Context: an optimization exercise on an open-source flow, tuned for small area, a short achievable clock period and few clock cycles per item. The choices shown serve that exercise and are no tape-out recipe.
The RTL was checked by simulation tests, not by an equivalence proof against the original design.

==> flow/design.v (excerpt) <==
module running_mean_variance_stats_top (
  input  wire logic                                    clk,
  input  wire logic                                    rst,
  input  wire logic                                    in_valid,
  output logic                                         in_stall,
  input  wire logic                                    cmd,
  input  wire logic signed [rmvs_pkg::SAMPLE_BITS-1:0] sample,
  output logic                                         out_valid,
  input  wire logic                                    out_stall,
  output logic [rmvs_pkg::COUNT_BITS-1:0]              sample_count,
  output logic signed [rmvs_pkg::TOTAL_BITS-1:0]       total,
  output logic signed [rmvs_pkg::SAMPLE_BITS-1:0]      smallest,
  output logic signed [rmvs_pkg::SAMPLE_BITS-1:0]      largest,
  output logic signed [rmvs_pkg::MEAN_BITS-1:0]        mean_q8,
  output logic [rmvs_pkg::VAR_BITS-1:0]                variance_q8,
  output logic [rmvs_pkg::STD_BITS-1:0]                std_dev_q8,
  output logic                                         has_data,
  output logic                                         variance_valid,
  output logic                                         count_saturated
);
==> flow/config.mk <==
export PLATFORM = sky130hd
export DESIGN_NAME = running_mean_variance_stats_top
export DESIGN_NICKNAME = running_mean_variance_stats_top
export VERILOG_FILES = /design/flow/design.v
export SDC_FILE = /design/flow/constraint.sdc
export NUM_CORES = 4
export LEC_CHECK = 0
export ABC_AREA = 1
export CAP_MARGIN = 5
export CORE_MARGIN = 2
export CORE_UTILIZATION = 40
export SETUP_SLACK_MARGIN = 2.0
export SLEW_MARGIN = 5
==> flow/constraint.sdc <==
create_clock -name core_clock -period 9.5 [get_ports {clk}]
set_input_delay 1.9000 -clock core_clock [delete_from_list [all_inputs] [get_ports {clk}]]
set_output_delay 1.9000 -clock core_clock [all_outputs]
set_load 0.01 [all_outputs]
run.sh (not shown) runs the stock make flow with config.mk's settings and CLKGATE_MAP_FILE= SYNTH_SCRIPT=/design/flow/synth_recipe.tcl, a recipe that flattens the netlist after the stock synthesis.
The first run finished with timing, DRC and antenna clean.
Testbench counts at the start, summed over its fixed seeds: cycles 43,352, items 4,800.
Next try:
Settings changed: CORE_UTILIZATION 40 to 45, SETUP_SLACK_MARGIN 2.0 to 2.2.
=> The new run produced a clean layout. Clock-buffer cell count shrinks by 10. Non-clock buffer count grows by 59. Cell count shrinks by about 1.2%. Synthesized area does not change. Critical path depth grows by 4. Wire length grows by about 0.6%. Maximum frequency grows by about 1.7%.
Next try:
Settings changed: CAP_MARGIN 5 to 20, CORE_UTILIZATION 45 to 40, SETUP_SLACK_MARGIN 2.2 to default, SLEW_MARGIN 5 to 20.
Result: The changed run finished clean. Flip-flop and latch count is unchanged. Die area goes up by 12%. Critical path depth goes up by 5. Synthesized area stays the same. Cell area goes down by 6.4%. Routed wire length goes down by 2.4%. Worst hold slack barely changes. Cell count barely changes.

---

run D:
Starting RTL as in the previous note.
==> flow/config.mk <==
export PLATFORM = sky130hd
export DESIGN_NAME = running_mean_variance_stats_top
export DESIGN_NICKNAME = running_mean_variance_stats_top
export VERILOG_FILES = /design/flow/design.v
export SDC_FILE = /design/flow/constraint.sdc
export NUM_CORES = 4
export LEC_CHECK = 0
export ABC_AREA = 1
export CAP_MARGIN = 5
export CORE_MARGIN = 2
export CORE_UTILIZATION = 40
export SETUP_SLACK_MARGIN = 2.2
export SLEW_MARGIN = 5
==> flow/constraint.sdc <==
create_clock -name core_clock -period 9.5 [get_ports {clk}]
set_input_delay 1.9000 -clock core_clock [delete_from_list [all_inputs] [get_ports {clk}]]
set_output_delay 1.9000 -clock core_clock [all_outputs]
set_load 0.01 [all_outputs]
Testbench counts of run D, summed over its fixed seeds: cycles 43,352, items 4,800.
The inputs of run A differ from those of run D as listed below.
- an added CTS_CLUSTER_SIZE of 28
- an added CTS_CLUSTER_DIAMETER of 70
==> comparison <==
- Global-route wire length before repair across run A and run D: no real change.
- [compare] base=run D new=run A: count of inserted antenna diode cells shows a reduction of 1, peak fanout along the critical path went up by 15, total non-filler cell area in the finished layout has increased, ratio of final minimum period to clock period now larger, final worst hold slack grew by 16 ps.
- Worst setup slack was higher in the run labelled run D.
- Run D → run A: number of nets produced by synthesis held; sum of met3 wire segment lengths after detailed routing went up 440 um.

---

## alpha
running_mean_variance_stats_top again, from the RTL that the note above started with.
Settings: LEC_CHECK=0, ABC_AREA=1, CAP_MARGIN=0, CORE_MARGIN=2, CORE_UTILIZATION=40, SETUP_SLACK_MARGIN=2.2, SLEW_MARGIN=0; clock period 9.5 ns.
Testbench counts of alpha, summed over its fixed seeds: cycles 43,352, items 4,800.
Modified inputs, beta compared to alpha
Settings: a change of SLEW_MARGIN from 0 to 20; a change of CAP_MARGIN from 0 to 20.
==> comparison <==
From alpha to beta the numbers moved as follows: non-clock buffering overhead in the final layout picked up an extra 0.25 points, final critical-path share of the clock period neither gained nor lost much, peak clock frequency supported by timing neither gained nor lost much, routed wire length picked up an extra 0.35%. | global-route usage over all layers | alpha vs beta | ≈ equal |. beta: PASS, flow complete, no timing, DRC or antenna violations. Going from alpha to beta, setup slack of the critical path after layout decreased by 0.013 ns relative to the old numbers; count of non-filler cells in the finished layout rose by 37; final max-slew violation count flat.
Here is what was changed in the inputs of gamma compared with beta.
Settings: swapping 20 for 5 in SLEW_MARGIN; swapping 20 for 5 in CAP_MARGIN; swapping 2.2 for 2.5 in SETUP_SLACK_MARGIN.
Results
- From beta to gamma the numbers moved as follows: required time reported for the critical path endpoint moved down; initial detailed-routing violation count went up; part of the cycle the worst path needs picked up an extra 0.55 points; net count of the mapped netlist essentially unchanged.
- Taking beta as the reference, in gamma via count increased about 1.4%; unique cell type count in the Yosys netlist essentially unchanged; detailed-routing wirelength on met1 decreased about 2.6%; design area increased 3.0%; worst-case setup margin in the final layout decreased 0.052 ns.
Modified inputs, delta compared to gamma
Settings: a change of SLEW_MARGIN from 5 to 20; a change of SETUP_SLACK_MARGIN from 2.5 to 2.2; a change of CORE_UTILIZATION from 40 to 55; a change of CAP_MARGIN from 5 to 20.
### Flow results
gamma vs delta, start point of the critical path: u_back.rem1[18]$_DFFE_PP_ vs u_mid.den[14]$_DFFE_PP_. Relative to gamma, the fraction of met2 tracks used by global routing of delta is higher by 14 points. delta against gamma: detailed placement HPWL fell about 2.6%, number of nets in the finished design lost 118, final core utilization rose by 15 points, number of filler cells placed in the layout decreased by 4,360 relative to the old numbers, final area now smaller. Per the comparison of delta with gamma, post-detailed-routing wire length shows a reduction of 4.8%; longest individual stage delay on the worst path now larger; highest clock rate went down by 2.3%; tightest hold margin decreased by 0.0035 ns relative to the old numbers.

-- afterwards: timing with drivers on the ports --
Ports are ideal in the flow. The routed layouts listed here were re-timed in OpenROAD. Step 1 (the two cells are an assumption about what drives the block):
set clk [get_ports {clk}]
set_driving_cell -lib_cell sky130_fd_sc_hd__clkbuf_16 $clk
set_driving_cell -lib_cell sky130_fd_sc_hd__buf_2 [delete_from_list [all_inputs] $clk]
Step 2 times the ports against the registers' clock, not the clock port: input delays grow and output delays shrink by t, the midpoint of the rising clock arrivals with the driver on. a / b / c = ideal ports / drivers / drivers and shift; a / b = the first two.
run | shift t [ns] | slack for setup (ns) | worst setup path after step 2 | worst slew at a driven data input, ns | pins driven straight from the clock port
the first run of note 1 | 0.751 | 2.241 / 2.241 / 2.241 | register to register | 0.17 | 1
the second run of note 1 | 0.762 | 2.360 / 2.360 / 2.360 | register to register | 0.17 | 1
the third run of note 1 | 0.743 | 0.700 / 0.700 / 0.700 | register to register | 0.20 | 1
run D | 0.746 | 2.362 / 2.362 / 2.362 | register to register | 0.17 | 1
run A | 0.736 | 2.294 / 2.294 / 2.294 | register to register | 0.18 | 1
alpha | 0.746 | 2.362 / 2.362 / 2.362 | register to register | 0.17 | 1
beta | 0.768 | 2.349 / 2.349 / 2.349 | register to register | 0.20 | 1
gamma | 0.748 | 2.297 / 2.297 / 2.297 | register to register | 0.17 | 1
delta | 0.726 | 2.126 / 2.126 / 2.126 | register to register | 0.16 | 1
After both steps every run listed still meets setup and hold.
